What follows belongs to an exercise in optimizing a design on an open flow for small area and a short achievable clock period; a production flow would make more cautious choices.
No functional check of the RTL was part of any run shown here.
Power is estimated from default activity; no workload was simulated.

File: config.mk
export PLATFORM = sky130hd
export DESIGN_NAME = store_buffer
export DESIGN_NICKNAME = store_buffer
export VERILOG_FILES = /design/flow/design.v
export SDC_FILE = /design/flow/constraint.sdc
export NUM_CORES = 4
export LEC_CHECK = 0
export CAP_MARGIN = 20
export CORE_MARGIN = 2
export CORE_UTILIZATION = 35
export CTS_BUF_LIST = sky130_fd_sc_hd__clkbuf_16
export CTS_CLUSTER_DIAMETER = 80
export CTS_CLUSTER_SIZE = 25
export PLACE_DENSITY = 0.5
export SETUP_SLACK_MARGIN = 3.4
export SLEW_MARGIN = 20
export SYNTH_HIERARCHICAL = 1
export TNS_END_PERCENT = 2
File: constraint.sdc
create_clock -name core_clock -period 10.0 [get_ports {clk}]
set_input_delay 2.0000 -clock core_clock [delete_from_list [all_inputs] [get_ports {clk}]]
set_output_delay 2.0000 -clock core_clock [all_outputs]
set_load 0.01 [all_outputs]
File: design.v
package lsu_pkg;
    localparam int xlen = 32;
    localparam int mask_bits = 4;
    localparam int rob_id_bits = 4;
    localparam int pr_bits = 6;
    typedef enum logic [2:0] {
        load_f3_lb  = 3'b000,
        load_f3_lh  = 3'b001,
        load_f3_lw  = 3'b010,
        load_f3_lbu = 3'b100,
        load_f3_lhu = 3'b101
    } load_funct3_e;
    typedef union packed {
        logic [xlen-1:0]  word;
        logic [3:0][7:0]  bytes;
        logic [1:0][15:0] halves;
    } load_word_u;
endpackage
`timescale 1ns/1ps
module sb_xnor2 (input logic a, b, output logic y);
    assign y = ~(a ^ b);
endmodule
module sb_nand2 (input logic a, b, output logic y);
    assign y = ~(a & b);
endmodule
module sb_nand4 (input logic a, b, c, d, output logic y);
    assign y = ~(a & b & c & d);
endmodule
module sb_nor2 (input logic a, b, output logic y);
    assign y = ~(a | b);
endmodule
module sb_and2 (input logic a, b, output logic y);
    assign y = a & b;
endmodule
module sb_a22oi (input logic a1, a2, b1, b2, output logic y);
    assign y = ~((a1 & a2) | (b1 & b2));
endmodule
module sb_a21o (input logic a1, a2, b1, output logic y);
    assign y = (a1 & a2) | b1;
endmodule
module sb_a221o (input logic a1, a2, b1, b2, c1, output logic y);
    assign y = (a1 & a2) | (b1 & b2) | c1;
endmodule
module sb_o21a (input logic a1, a2, b1, output logic y);
    assign y = (a1 | a2) & b1;
endmodule
module sb_a22o (input logic a1, a2, b1, b2, output logic y);
    assign y = (a1 & a2) | (b1 & b2);
endmodule
module sb_nand3 (input logic a, b, c, output logic y);
    assign y = ~(a & b & c);
endmodule
module sb_a211o (input logic a1, a2, b1, c1, output logic y);
    assign y = (a1 & a2) | b1 | c1;
endmodule
module sb_nor3 (input logic a, b, c, output logic y);
    assign y = ~(a | b | c);
endmodule
module sb_and4 (input logic a, b, c, d, output logic y);
    assign y = a & b & c & d;
endmodule
`timescale 1ns/1ps
module sb_entry_cmp (
    input  logic [29:0] entry_addr,
    input  logic [29:0] addr,
    output logic [2:0]  eq_c,
    output logic [2:0]  eq_l
);
    logic [29:0]     x;      
    logic [2:0][2:0] g;      
    for (genvar j = 0; j < 30; j++) begin : g_bit
        sb_xnor2 i_x (.a(entry_addr[j]), .b(addr[j]), .y(x[j]));
    end
    for (genvar t = 0; t < 3; t++) begin : g_third
        sb_nand4 i_g0 (.a(x[10*t]),   .b(x[10*t+1]), .c(x[10*t+2]), .d(x[10*t+3]), .y(g[t][0]));
        sb_nand4 i_g1 (.a(x[10*t+4]), .b(x[10*t+5]), .c(x[10*t+6]), .d(x[10*t+7]), .y(g[t][1]));
        sb_nand2 i_g2 (.a(x[10*t+8]), .b(x[10*t+9]), .y(g[t][2]));
        sb_nor3  i_c  (.a(g[t][0]), .b(g[t][1]), .c(g[t][2]), .y(eq_c[t]));
        sb_nor3  i_l  (.a(g[t][0]), .b(g[t][1]), .c(g[t][2]), .y(eq_l[t]));
    end
endmodule
module sb_cover #(
    parameter int sq_depth = 8
) (
    input  logic [sq_depth-1:0][2:0] eq,
    input  logic [sq_depth-1:0][3:0] live,
    output logic [3:0]               none
);
    logic [3:0][7:0] u;      
    logic [3:0][1:0] p;      
    for (genvar b = 0; b < 4; b++) begin : g_lane
        for (genvar i = 0; i < 8; i++) begin : g_entry
            sb_nand4 i_u (.a(eq[i][0]), .b(eq[i][1]), .c(eq[i][2]), .d(live[i][b]), .y(u[b][i]));
        end
        sb_nand4 i_p0 (.a(u[b][0]), .b(u[b][1]), .c(u[b][2]), .d(u[b][3]), .y(p[b][0]));
        sb_nand4 i_p1 (.a(u[b][4]), .b(u[b][5]), .c(u[b][6]), .d(u[b][7]), .y(p[b][1]));
        sb_nor2  i_n  (.a(p[b][0]), .b(p[b][1]), .y(none[b]));
    end
endmodule
module sb_miss (
    input  logic [3:0] none,
    input  logic [3:0] load_mask,
    output logic       fwd_full,
    output logic       fwd_miss
);
    logic [1:0] r;       
    sb_a22oi i_r0 (.a1(load_mask[0]), .a2(none[0]), .b1(load_mask[1]), .b2(none[1]), .y(r[0]));
    sb_a22oi i_r1 (.a1(load_mask[2]), .a2(none[2]), .b1(load_mask[3]), .b2(none[3]), .y(r[1]));
    sb_nand2 i_miss (.a(r[0]), .b(r[1]), .y(fwd_miss));
    sb_and2  i_full (.a(r[0]), .b(r[1]), .y(fwd_full));
endmodule
`timescale 1ns/1ps
module dcache_arbiter #(
    parameter int aw = 30
) (
    input  logic          load_head,
    input  logic [3:0]    fwd_full,      
    input  logic [3:0]    fwd_miss,
    input  logic          busy,
    input  logic          sq_nonempty,
    input  logic [aw-1:0] load_addr,
    input  logic [3:0]    load_mask,
    input  logic [aw-1:0] head_addr,
    input  logic [3:0]    head_mask,
    output logic          load_req,
    output logic [aw-1:0] req_addr,
    output logic [3:0]    rmask,
    output logic [3:0]    wmask
);
    logic [aw-1:0] load_addr_q, head_addr_q;
    logic [3:0]    rmask_q, wmask_q;
    assign load_addr_q = load_addr & {aw{load_head}};
    assign head_addr_q = head_addr & {aw{!load_head}};
    assign rmask_q     = load_mask & {4{!busy && load_head}};
    assign wmask_q     = head_mask & {4{!busy && sq_nonempty}};
    sb_and2 i_req (.a(load_head), .b(fwd_miss[3]), .y(load_req));
    for (genvar k = 0; k < aw; k++) begin : g_addr
        sb_a221o i_a (.a1(load_addr_q[k]), .a2(fwd_miss[k/10]), .b1(head_addr[k]), .b2(fwd_full[k/10]),
                      .c1(head_addr_q[k]), .y(req_addr[k]));
    end
    for (genvar k = 0; k < 4; k++) begin : g_mask
        sb_and2 i_r (.a(rmask_q[k]), .b(fwd_miss[3]), .y(rmask[k]));
        sb_o21a i_w (.a1(!load_head), .a2(fwd_full[3]), .b1(wmask_q[k]), .y(wmask[k]));
    end
endmodule
`timescale 1ns/1ps
module sb_lane #(
    parameter int sq_depth = 8
) (
    input  logic [sq_depth-1:0][2:0] eq,
    input  logic [sq_depth-1:0]      live,
    input  logic [sq_depth-1:0][7:0] data,
    input  logic [7:0]               cache,
    input  logic                     cache_sel,
    output logic [7:0]               merged
);
    logic [1:0][sq_depth-1:0] hit;
    for (genvar i = 0; i < sq_depth; i++) begin : g_hit
        sb_and4 i_h0 (.a(eq[i][0]), .b(eq[i][1]), .c(eq[i][2]), .d(live[i]), .y(hit[0][i]));
        sb_and4 i_h1 (.a(eq[i][0]), .b(eq[i][1]), .c(eq[i][2]), .d(live[i]), .y(hit[1][i]));
    end
    for (genvar k = 0; k < 8; k++) begin : g_bit
        logic [7:0] n;
        logic [1:0] p;
        for (genvar i = 0; i < 8; i++) begin : g_entry
            sb_nand2 i_n (.a(data[i][k]), .b(hit[k/4][i]), .y(n[i]));
        end
        sb_nand4 i_p0 (.a(n[0]), .b(n[1]), .c(n[2]), .d(n[3]), .y(p[0]));
        sb_nand4 i_p1 (.a(n[4]), .b(n[5]), .c(n[6]), .d(n[7]), .y(p[1]));
        sb_a211o i_m  (.a1(cache[k]), .a2(cache_sel), .b1(p[0]), .c1(p[1]), .y(merged[k]));
    end
endmodule
module sb_ext (
    input  logic [3:0] top_bits,
    input  logic [3:0] sel,
    output logic       ext
);
    assign ext = |(top_bits & sel);
endmodule
module load_align #(
    parameter int sq_depth = 8
) (
    input  logic [sq_depth-1:0][2:0]  eq,
    input  logic [sq_depth-1:0][3:0]  live,
    input  logic [sq_depth-1:0][31:0] data,
    input  logic [31:0]               cache_rdata,
    input  logic [3:0]                cache_sel,
    input  logic [1:0]                addr_low,
    input  logic [2:0]                funct3,
    output logic [31:0]               result
);
    logic [31:0] merged;
    logic [3:0][sq_depth-1:0]      lane_live;
    logic [3:0][sq_depth-1:0][7:0] lane_data;
    for (genvar b = 0; b < 4; b++) begin : g_lane
        for (genvar i = 0; i < sq_depth; i++) begin : g_entry
            assign lane_live[b][i] = live[i][b];
            assign lane_data[b][i] = data[i][8*b +: 8];
        end
        sb_lane #(.sq_depth(sq_depth)) i_lane (
            .eq      (eq),
            .live    (lane_live[b]),
            .data    (lane_data[b]),
            .cache   (cache_rdata[8*b +: 8]),
            .cache_sel (cache_sel[b]),
            .merged  (merged[8*b +: 8])
        );
    end
    logic is_word, is_half, is_byte, sign_ext;
    logic [1:0] lo_sel, sign_lane;
    logic [3:0] lo_oh, sign_sel;
    logic       s1, s3, sx;
    assign is_word   = funct3[1];
    assign is_half   = !funct3[1] && funct3[0];
    assign is_byte   = !funct3[1] && !funct3[0];
    assign sign_ext  = !funct3[2];
    assign lo_sel    = is_word ? 2'b00 : (is_half ? {addr_low[1], 1'b0} : addr_low);
    assign lo_oh     = 4'b0001 << lo_sel;
    assign sign_lane = is_half ? {addr_low[1], 1'b1} : lo_sel;
    assign sign_sel  = (sign_ext && !is_word) ? (4'b0001 << sign_lane) : 4'b0000;
    assign s1        = is_word || (is_half && !addr_low[1]);
    assign s3        = is_half && addr_low[1];
    assign sx        = is_byte;
    logic [3:1] ext;
    for (genvar k = 1; k < 4; k++) begin : g_ext
        sb_ext i_ext (
            .top_bits ({merged[31], merged[23], merged[15], merged[7]}),
            .sel      (sign_sel),
            .ext      (ext[k])
        );
    end
    for (genvar k = 0; k < 8; k++) begin : g_res
        logic [3:0] t;
        for (genvar l = 0; l < 4; l++) begin : g_lo
            sb_nand2 i_t (.a(lo_oh[l]), .b(merged[8*l+k]), .y(t[l]));
        end
        sb_nand4 i_r0 (.a(t[0]), .b(t[1]), .c(t[2]), .d(t[3]), .y(result[k]));
        logic u0, u1, u2;
        sb_nand2 i_u0 (.a(s1), .b(merged[8+k]),  .y(u0));
        sb_nand2 i_u1 (.a(s3), .b(merged[24+k]), .y(u1));
        sb_nand2 i_u2 (.a(sx), .b(ext[1]),       .y(u2));
        sb_nand3 i_r1 (.a(u0), .b(u1), .c(u2), .y(result[8+k]));
        sb_a22o  i_r2 (.a1(is_word), .a2(merged[16+k]), .b1(!is_word), .b2(ext[2]), .y(result[16+k]));
        sb_a22o  i_r3 (.a1(is_word), .a2(merged[24+k]), .b1(!is_word), .b2(ext[3]), .y(result[24+k]));
    end
endmodule
`timescale 1ns/1ps
module store_buffer #(
    parameter int sq_depth = 8
) (
    input  logic                            clk,
    input  logic                            rst,
    input  logic                            rob_flush,
    input  logic                            lsq_valid,
    input  logic                            lsq_ready,
    input  logic                            lsq_is_load,
    input  logic [lsu_pkg::xlen-1:0]        lsq_addr,
    input  logic [lsu_pkg::mask_bits-1:0]   lsq_mask,
    input  logic [lsu_pkg::xlen-1:0]        lsq_wdata,
    input  lsu_pkg::load_funct3_e           lsq_funct3,
    input  logic [lsu_pkg::rob_id_bits-1:0] lsq_rob_id,
    input  logic [lsu_pkg::pr_bits-1:0]     lsq_pr_dest,
    input  logic [lsu_pkg::rob_id_bits-1:0] rob_head_id,
    output logic                            lsq_dequeue,
    output logic [lsu_pkg::xlen-1:0]        dcache_addr,
    output logic [lsu_pkg::mask_bits-1:0]   dcache_rmask,
    output logic [lsu_pkg::mask_bits-1:0]   dcache_wmask,
    output logic [lsu_pkg::xlen-1:0]        dcache_wdata,
    input  logic [lsu_pkg::xlen-1:0]        dcache_rdata,
    input  logic                            dcache_resp,
    output logic                            cdb_valid,
    output logic [lsu_pkg::rob_id_bits-1:0] cdb_rob_id,
    output logic [lsu_pkg::pr_bits-1:0]     cdb_pr_dest,
    output logic [lsu_pkg::xlen-1:0]        cdb_result,
    output logic                            store_done
);
    localparam int aw       = lsu_pkg::xlen - 2;
    logic [sq_depth-1:0][aw-1:0] q_addr;
    logic [sq_depth-1:0][3:0]    q_mask;
    logic [sq_depth-1:0][31:0]   q_data;
    logic [sq_depth-1:0][3:0]    q_live;
    logic [sq_depth-1:0]         q_valid;    
    logic [sq_depth-1:0]         head_oh;    
    logic busy;         
    logic busy_load;    
    logic stale;        
    logic sq_full, sq_nonempty;
    assign sq_full     = q_valid[sq_depth-1];
    assign sq_nonempty = q_valid[0];
    assign head_oh     = q_valid & ~(q_valid >> 1);
    logic head_ok, is_store, store_accept, load_head;
    assign head_ok      = lsq_valid && lsq_ready;
    assign is_store     = head_ok && !lsq_is_load;
    assign load_head    = head_ok && lsq_is_load;
    assign store_accept = is_store && (lsq_rob_id == rob_head_id) && !sq_full;
    logic [sq_depth-1:0][2:0] eq_c, eq_l;    
    logic [sq_depth-1:0][3:0] vlive;
    logic [4:0]               fwd_full, fwd_miss;     
    logic [3:0]               fwd_none;
    for (genvar i = 0; i < sq_depth; i++) begin : g_entry
        sb_entry_cmp i_cmp (
            .entry_addr (q_addr[i]),
            .addr       (lsq_addr[lsu_pkg::xlen-1:2]),
            .eq_c       (eq_c[i]),
            .eq_l       (eq_l[i])
        );
        assign vlive[i] = q_live[i] & {4{q_valid[i]}};
    end
    sb_cover #(.sq_depth(sq_depth)) i_cover (
        .eq   (eq_c),
        .live (vlive),
        .none (fwd_none)
    );
    for (genvar c = 0; c < 5; c++) begin : g_miss
        sb_miss i_miss (
            .none      (fwd_none),
            .load_mask (lsq_mask),
            .fwd_full  (fwd_full[c]),
            .fwd_miss  (fwd_miss[c])
        );
    end
    logic load_req, issue_load, issue_store, resp_ok;
    logic [aw-1:0] req_addr;
    assign issue_load  = !busy && load_req;
    assign issue_store = !busy && !load_req && sq_nonempty;
    assign resp_ok     = busy && dcache_resp && !stale;
    logic sq_pop;
    assign sq_pop = resp_ok && !busy_load;
    always_ff @(posedge clk) begin
        if (rst) begin
            busy <= 1'b0;
        end else if (!busy) begin
            busy <= issue_load || issue_store;
        end else if (dcache_resp) begin
            busy <= 1'b0;
        end
    end
    logic [3:0] none_q;
    always_ff @(posedge clk) begin
        if (!busy) begin
            busy_load <= load_req;
            none_q    <= fwd_none;
        end
    end
    always_ff @(posedge clk) begin
        if (rst) begin
            stale <= 1'b0;
        end else if (rob_flush) begin
            stale <= 1'b1;
        end else if (dcache_resp) begin
            stale <= 1'b0;
        end
    end
    logic [aw-1:0] head_addr;
    logic [3:0]    head_mask;
    logic [31:0]   head_data;
    always_comb begin
        head_addr = '0;
        head_mask = '0;
        head_data = '0;
        for (int i = 0; i < sq_depth; i++) begin
            if (head_oh[i]) begin
                head_addr = head_addr | q_addr[i];
                head_mask = head_mask | q_mask[i];
                head_data = head_data | q_data[i];
            end
        end
    end
    dcache_arbiter #(.aw(aw)) i_arb (
        .load_head   (load_head),
        .fwd_full    (fwd_full[3:0]),
        .fwd_miss    (fwd_miss[3:0]),
        .busy        (busy),
        .sq_nonempty (sq_nonempty),
        .load_addr   (lsq_addr[lsu_pkg::xlen-1:2]),
        .load_mask   (lsq_mask),
        .head_addr   (head_addr),
        .head_mask   (head_mask),
        .load_req    (load_req),
        .req_addr    (req_addr),
        .rmask       (dcache_rmask),
        .wmask       (dcache_wmask)
    );
    assign dcache_addr  = {req_addr, 2'b00};
    assign dcache_wdata = head_data;
    always_ff @(posedge clk) begin
        if (rst) begin
            q_valid <= '0;
        end else begin
            case ({store_accept, sq_pop})
                2'b10:   q_valid <= {q_valid[sq_depth-2:0], 1'b1};
                2'b01:   q_valid <= q_valid >> 1;
                default: q_valid <= q_valid;
            endcase
        end
    end
    always_ff @(posedge clk) begin
        if (store_accept) begin
            q_addr[0] <= lsq_addr[lsu_pkg::xlen-1:2];
            q_mask[0] <= lsq_mask;
            q_data[0] <= lsq_wdata;
            q_live[0] <= lsq_mask;
            for (int i = 1; i < sq_depth; i++) begin
                q_addr[i] <= q_addr[i-1];
                q_mask[i] <= q_mask[i-1];
                q_data[i] <= q_data[i-1];
                q_live[i] <= q_live[i-1] & ~({4{&eq_l[i-1]}} & lsq_mask);
            end
        end
    end
    load_align #(.sq_depth(sq_depth)) i_align (
        .eq          (eq_l),
        .live        (vlive),
        .data        (q_data),
        .cache_rdata (dcache_rdata),
        .cache_sel   (none_q & {4{resp_ok && busy_load}}),
        .addr_low    (lsq_addr[1:0]),
        .funct3      (lsq_funct3),
        .result      (cdb_result)
    );
    assign cdb_valid   = (load_head && fwd_full[4]) || (resp_ok && busy_load);
    assign cdb_rob_id  = lsq_rob_id;
    assign cdb_pr_dest = lsq_pr_dest;
    assign store_done  = store_accept;
    assign lsq_dequeue = store_accept || cdb_valid;
endmodule
File: flow/run.sh
#!/bin/bash
# Layout: the standard flow with two changes to how cells are picked.
#  - The port buffers use the smallest buffer cell instead of the one
#    buffer_ports picks by itself; timing repair resizes the critical ones.
#  - Slow wide OR/NOR cells (three or four series PMOS) are added to the
#    platform's don't-use list, so mapping and repair build the wide ORs of
#    the forwarding logic from NAND/AOI stages instead.
set -euo pipefail
export BUFFER_PORTS_ARGS="-buffer_cell sky130_fd_sc_hd__buf_1"
plat=$(make -s -C "$FLOW_HOME" DESIGN_CONFIG="$PWD/config.mk" WORK_HOME="$PWD/orfs" \
       print-DONT_USE_CELLS 2> print_dont_use.log | sed -n 's/^DONT_USE_CELLS: //p')
slow=""
for c in or3_1 or3_2 or3_4 or3b_1 or3b_2 or3b_4 or4_1 or4_2 or4_4 or4b_1 or4b_2 or4b_4 \
         or4bb_1 or4bb_2 or4bb_4 nor4_1 nor4_2 nor4_4 nor4b_1 nor4b_2 nor4b_4 nor4bb_1 \
         nor4bb_2 nor4bb_4 a2111o_1 a2111o_2 a2111o_4 a2111oi_0 a2111oi_1 a2111oi_2 \
         a2111oi_4 o2111a_1 o2111a_2 o2111a_4 o2111ai_1 o2111ai_2 o2111ai_4; do
  slow="$slow sky130_fd_sc_hd__$c"
done
echo "DONT_USE_CELLS=$plat$slow" > dont_use.txt
bash standard.sh "DONT_USE_CELLS=$plat$slow" synth > synth.log 2>&1
bash standard.sh "DONT_USE_CELLS=$plat$slow" finish > layout.log 2>&1
File: standard.sh
#!/bin/bash
# synth_recipe.tcl (not shown) runs the flow's synth.tcl, then flattens the netlist and writes it again
# the make line also repeats each setting of config.mk as NAME=value (left out here)
make -C /OpenROAD-flow-scripts/flow DESIGN_CONFIG=/design/flow/config.mk WORK_HOME=/design/flow/orfs CLKGATE_MAP_FILE= SYNTH_SCRIPT=/design/flow/synth_recipe.tcl "${@:-finish}"
==> impl_metrics.ini, run 1 <==
[status]
run_status = complete, no violations

[floorplanning]
fp.dieArea_sq_mm = 0.0822
rows = 103
core_area_sq_mm = 0.0790
chipWidth_microns = 287
die_height_microns = 287
start_util = 0.354
num_io_pins = 241

[sta]
fin_crit_ns = 6.58
timing.setup.tns_ns = 0
timing_max_transition_violations_final = 0
final-setup-viol-count = 0
unrepaired_setup_endpoints_after_global_routing = yes
layout_worst_path_cycle_share = 0.658
max_freq_ghz = 0.152
worst-slew-pin-transition_ns = 1.07
clock-skew-final_ns = 0.0282
fin_worst_hold_slack_ns = 0.459
finalHoldViolCount = 0
worst_slew_margin_rel = 0.288

[synthesis]
mappedNetlistArea_sq_mm = 0.0280
syn_avg_cell_area_sq_um = 12.9
netlist_instances = 2173
yosysWarnings = 7

[layout]
layout-drive-gt1-share = 0.143
synthToLayoutAreaGrowth_pct = 16.9
final_cell_mix = sky130_fd_sc_hd__edfxtp_1, sky130_fd_sc_hd__nand2_1, sky130_fd_sc_hd__a22oi_1
layout_commonest_cell = sky130_fd_sc_hd__edfxtp_1
finish.net_count = 2598
final.fill_count = 7445
final-instance-count-excl-fill = 3550

[detailed_routing]
drt-vias-per-instance = 6.00
antenna_left = 0
drt_first_iter_violations = 2490
route.final.wire_length_microns = 97700
drt-pass1-iter-count = 6
post_drt_wl_per_cell_microns = 27.5
drc_errors = 0
vias = 21294

[cts]
htree_num_levels = 2
clk_pin_slew_ns = 0.10
buffer_type_at_the_clock_tree_root = sky130_fd_sc_hd__clkbuf_16
cts_tree = built
number_of_clock_sinks = 571
clk_latency_ns = 0.60
clock_path_buffers = 3
cts-buffers-inserted = 34

[worst_setup_path]
start_kind = input port
critical_path.startpoint = lsq_addr[9]
worst_ep_arrival_time_ns = 4.58
cp.depth = 15
slowest_stage_cell_on_the_critical_path = sky130_fd_sc_hd__and4_2
worstSetupEndpointType = output pin
regToRegStartpoint = q_valid[7]$_SDFFE_PP0P_
setup.reg_to_reg.worst_slack_ns = 5.87
critPathBufInv = 4
cpPeakStageDelay_ns = 0.28
crit_path_max_fanout = 10
cp_top_family = simple AND/OR/NAND/NOR gates
crit_type = input port to output pin
reg2regPathDepth = 5
crit_required_ns = 8.00
crit_path_cell_trace = clkbuf_4 -> xnor2_1 -> nand4_1 -> nor3_4 -> buf_4 -> buf_4 -> and4_2 -> nand2_1 -> nand4_1 -> a211o_1 -> a22oi_2 -> nand2_2 -> nand2_1 -> nand3_1 -> buf_1

[power_and_ir_drop]
power_switching_mw = 1.08
power_density_mw_per_mm2 = 140
p_int_mw = 3.51
report.power.total_mw = 4.59
pwr-share-clk = 0.370
comb_power_share = 0.060
power.ir.vdd_worst_v = 0.0000945
fraction_of_power_spent_switching_nets = 0.235
seq_power_share = 0.570
leakage_nw = 10.7

[global_route]
antenna_violations_before_repair = 1
first_pass_grt_wire_length_microns = 142000
grt.total_usage = 0.232
grt_start_max_net_pins = 169
grt_pass1_vias = 20728
overflow = 0

[flow_run]
drv_cap = 0

[placement]
dp.final_hpwl_microns = 66400
globalplace.congestion = 0.903
port-buffer-count = 226
place_inst = 3386

[min_path]
hold_path.startpoint = q_mask[19]$_DFFE_PP_
min_path_cells = 0
hp-class = flop to flop
## flip-flops by register name (all words and copies together), names as in the netlist
register	flops
q_data	256
q_addr	240
q_mask	32
q_live	28
q_valid	8
none_q	4
busy	1
busy_load	1
stale	1
## power by group through the flow
stage / registers [mW] / clock network [mW] / logic, mW
finish: 2.61 / 1.70 / 0.277
global route: 2.61 / 1.82 / 0.297
CTS: 2.61 / 1.74 / 0.269
detailed placement: 2.67 / 0 / 0.251
global placement: 2.67 / 0 / 0.249
floorplan: 2.66 / 0 / 0.142
## routing by layer
layer	wire length, microns	vias to the layer above	track usage
li1	-	9196	-
met2	44900	1054	0.364
met5	12	-	0
met3	7650	210	0.0325
met4	3670	2	0.0868
met1	41500	10832	0.327
## layout make-up
cell class | count | area [sq um] | share of cell area
Inverter | 7 | 26.3 | 0.000804
Antenna cell | 2 | 5.00 | 0.000153
Timing Repair Buffer | 347 | 2170 | 0.0665
Clock buffer | 37 | 926 | 0.0283
Multi-Input combinational cell | 1512 | 10900 | 0.333
Clock inverter | 24 | 303 | 0.00926
Tap cell | 1050 | 1310 | 0.0402
Sequential cell | 571 | 17100 | 0.522
## through the flow
step | util | setup WS (ns) | instance area (sq um)
CTS | 0.409 | 3.38 | 32300
detailed placement | 0.377 | 2.28 | 29800
global placement | 0.377 | 2.28 | 29800
global route | 0.414 | 3.32 | 32700
floorplan | - | 1.68 | 28000
finish | 0.414 | 3.42 | 32700
## path summary, 6_finish.rpt
path                                        endpoint
worst min register to register  q_mask[23]$_DFFE_PP_
worst max register to register  q_data[12]$_DFFE_PP_
worst max-delay path                  cdb_result[15]
worst min-delay path            q_mask[23]$_DFFE_PP_
## timing repair
action,CTS,global route
resized for setup,100,65
hold buffers,0,0
pin swaps,59,22
buffers inserted,85,16
setup endpoints to repair,72,63
==> inputs of run 2 (changes only) <==
--- a/config.mk
+++ b/config.mk
@@ -10,5 +10,5 @@
 export CORE_UTILIZATION = 35
 export CTS_BUF_LIST = sky130_fd_sc_hd__clkbuf_16
-export CTS_CLUSTER_DIAMETER = 80
+export CTS_CLUSTER_DIAMETER = 120
 export CTS_CLUSTER_SIZE = 25
 export PLACE_DENSITY = 0.5
==> impl_metrics.ini, run 2 <==
[layout]
synthToLayoutAreaGrowth_pct = 15.1
largest_register_ffs = 256
multi_input_comb_area_sq_mm = 0.0109
finish.instance_area_sq_mm = 0.0322
finish.net_count = 2591
final_cell_mix = sky130_fd_sc_hd__edfxtp_1, sky130_fd_sc_hd__nand2_1, sky130_fd_sc_hd__xnor2_1
seqCellArea_sq_mm = 0.0171
final.fill_count = 7491
regMostFlops = q_data
layout-drive-gt1-share = 0.132
biggestRegsByFlops = q_data x256, q_addr x240, q_mask x32
layout_commonest_cell = sky130_fd_sc_hd__edfxtp_1

[power_and_ir_drop]
power_density_mw_per_mm2 = 130
leakage_nw = 10.5
power.ir.vdd_worst_v = 0.000133

[sta]
final-setup-viol-count = 0
finalHoldViolCount = 0
timing.setup.tns_ns = 0
clock-skew-final_ns = 0.0315
worst_slew_margin_rel = 0.301
timing_max_transition_violations_final = 0
layout_worst_path_cycle_share = 0.659
worst-slew-pin-transition_ns = 1.05
fin_crit_ns = 6.59
unrepaired_setup_endpoints_after_global_routing = yes
max_freq_ghz = 0.152

[detailed_routing]
route.final.wire_length_microns = 97600
drc_errors = 0
post_drt_wl_per_cell_microns = 27.7
drt-vias-per-instance = 6.01
vias = 21195
drt_first_iter_violations = 2467
antenna_left = 0
drt-pass1-iter-count = 6

[floorplanning]
start_util = 0.354
num_io_pins = 241
fp.dieArea_sq_mm = 0.0822
rows = 103
core_area_sq_mm = 0.0790
die_height_microns = 287
chipWidth_microns = 287

[worst_setup_path]
crit_path_max_fanout = 10
cpPeakStageDelay_ns = 0.33
worst_ep_arrival_time_ns = 4.59
slowest_stage_cell_on_the_critical_path = sky130_fd_sc_hd__and4_1
cp_top_family = simple AND/OR/NAND/NOR gates
critPathBufInv = 4
worstSetupEndpointType = output pin
crit_path_cell_trace = buf_4 -> xnor2_1 -> nand4_1 -> buf_4 -> nor3_4 -> buf_12 -> and4_1 -> nand2_1 -> nand4_1 -> a211o_1 -> a22oi_2 -> nand2_2 -> nand2_1 -> nand3_1 -> buf_1
start_kind = input port
crit_required_ns = 8.00
crit_type = input port to output pin

[cts]
clk_pin_slew_ns = 0.11
number_of_clock_sinks = 571
clk_latency_ns = 0.63
htree_num_levels = 1
holdBufCountCts = 0
buffer_type_at_the_clock_tree_root = sky130_fd_sc_hd__clkbuf_16
cts-buffers-inserted = 26
clock_path_buffers = 3
cts_tree = built

[min_path]
hp-class = flop to flop

[global_route]
grt.total_usage = 0.230
grt_pass1_vias = 20694
grt_start_max_net_pins = 169
antenna_violations_before_repair = 0
overflow = 0
first_pass_grt_wire_length_microns = 141000
grt_use_met1 = 0.326
use_met3 = 0.0299
grt_util_met2 = 0.365
grt-busiest-layer = met2

[synthesis]
mappedNetlistArea_sq_mm = 0.0280
syn_avg_cell_area_sq_um = 12.9
netlist_instances = 2173
yosysWarnings = 7

[placement]
dp.final_hpwl_microns = 66400
dpl-instance-area_sq_mm = 0.0298
globalplace.congestion = 0.903
port-buffer-count = 226

[flow_run]
drv_cap = 0

[status]
run_status = complete, no violations
run 2: worst paths after layout:
| check | cells after the start | startpoint | slack, ns | endpoint |
|---|---|---|---|---|
| max | 15 | lsq_addr[28] | 3.41 | cdb_result[15] |
| min | 0 | q_mask[19]$_DFFE_PP_ | 0.46 | q_mask[23]$_DFFE_PP_ |
| max reg2reg | 5 | q_valid[7]$_SDFFE_PP0P_ | 5.84 | q_data[8]$_DFFE_PP_ |
| min reg2reg | 0 | q_mask[19]$_DFFE_PP_ | 0.46 | q_mask[23]$_DFFE_PP_ |
run 2: where the power goes:
| part | switching (mW) | internal [mW] |
|---|---|---|
| clock | 0.769 | 0.515 |
| combinational | 0.177 | 0.100 |
| sequential | 0.0119 | 2.60 |
| total | 0.957 | 3.22 |
run 2: cell type report:
class | count | share of cell area
antenna | 2 | 0.000155
inverter | 7 | 0.000816
tap | 1050 | 0.0408
sequential | 571 | 0.530
multi-input combinational | 1512 | 0.338
timing repair buffer | 348 | 0.0678
clock inverter | 12 | 0.00222
clock buffer | 27 | 0.0210
run 2: layer usage:
layer  wire length (microns)  up-vias  share of wire
met1                   41600    10799           0.43
met3                    7920      179          0.081
met4                    3190        0          0.033
li1                        -     9147              -
met2                   44900     1070           0.46
met5                       0        -              0
run 2: stage by stage:
stage	cells	total power, mW	worst slack [ns]	hold slack, ns	utilization
detailed placement	3386	2.92	2.28	0.435	0.377
CTS	3510	4.20	3.38	0.461	0.403
global placement	3386	2.92	2.28	0.433	0.377
finish	3529	4.17	3.41	0.462	0.408
floorplan	2174	2.80	1.68	0.427	-
global route	3527	4.31	3.29	0.472	0.407
run 2: timing repair:
action / CTS / global route
gates resized for setup: 100 / 62
pin swaps: 59 / 23
setup buffers: 85 / 17
setup endpoints to repair: 72 / 63

==> static timing again, ports no longer ideal <==
The results above use ideal ports. As a check the final layouts listed here were re-extracted and re-timed, cells and wires unchanged.
Step 1: set_driving_cell puts a clkbuf_16 on clk and a buf_2 on each other input, an assumption about the parent block.
Step 2 moves the port delays by t, midway between the first and last clock arrival at a register: inputs arrive t later, outputs are due t later. That takes back most of the time a late clock gives input paths.
a / b / c = no drivers / after step 1 / after step 2; a / b = the first two.
run	t (ns)	setup WS [ns]	latest minus earliest clock arrival (ns)	cell pins on the clock port's net
run 1	0.647	3.424 / 3.398 / 3.398	0.032 / 0.033	1
run 2	0.676	3.408 / 3.377 / 3.377	0.033 / 0.032	1
After both steps setup and hold are still met in every run listed. For run 2, which loses most, drivers alone change the setup slack by -0.031 ns; drivers and shift together by -0.031 ns.
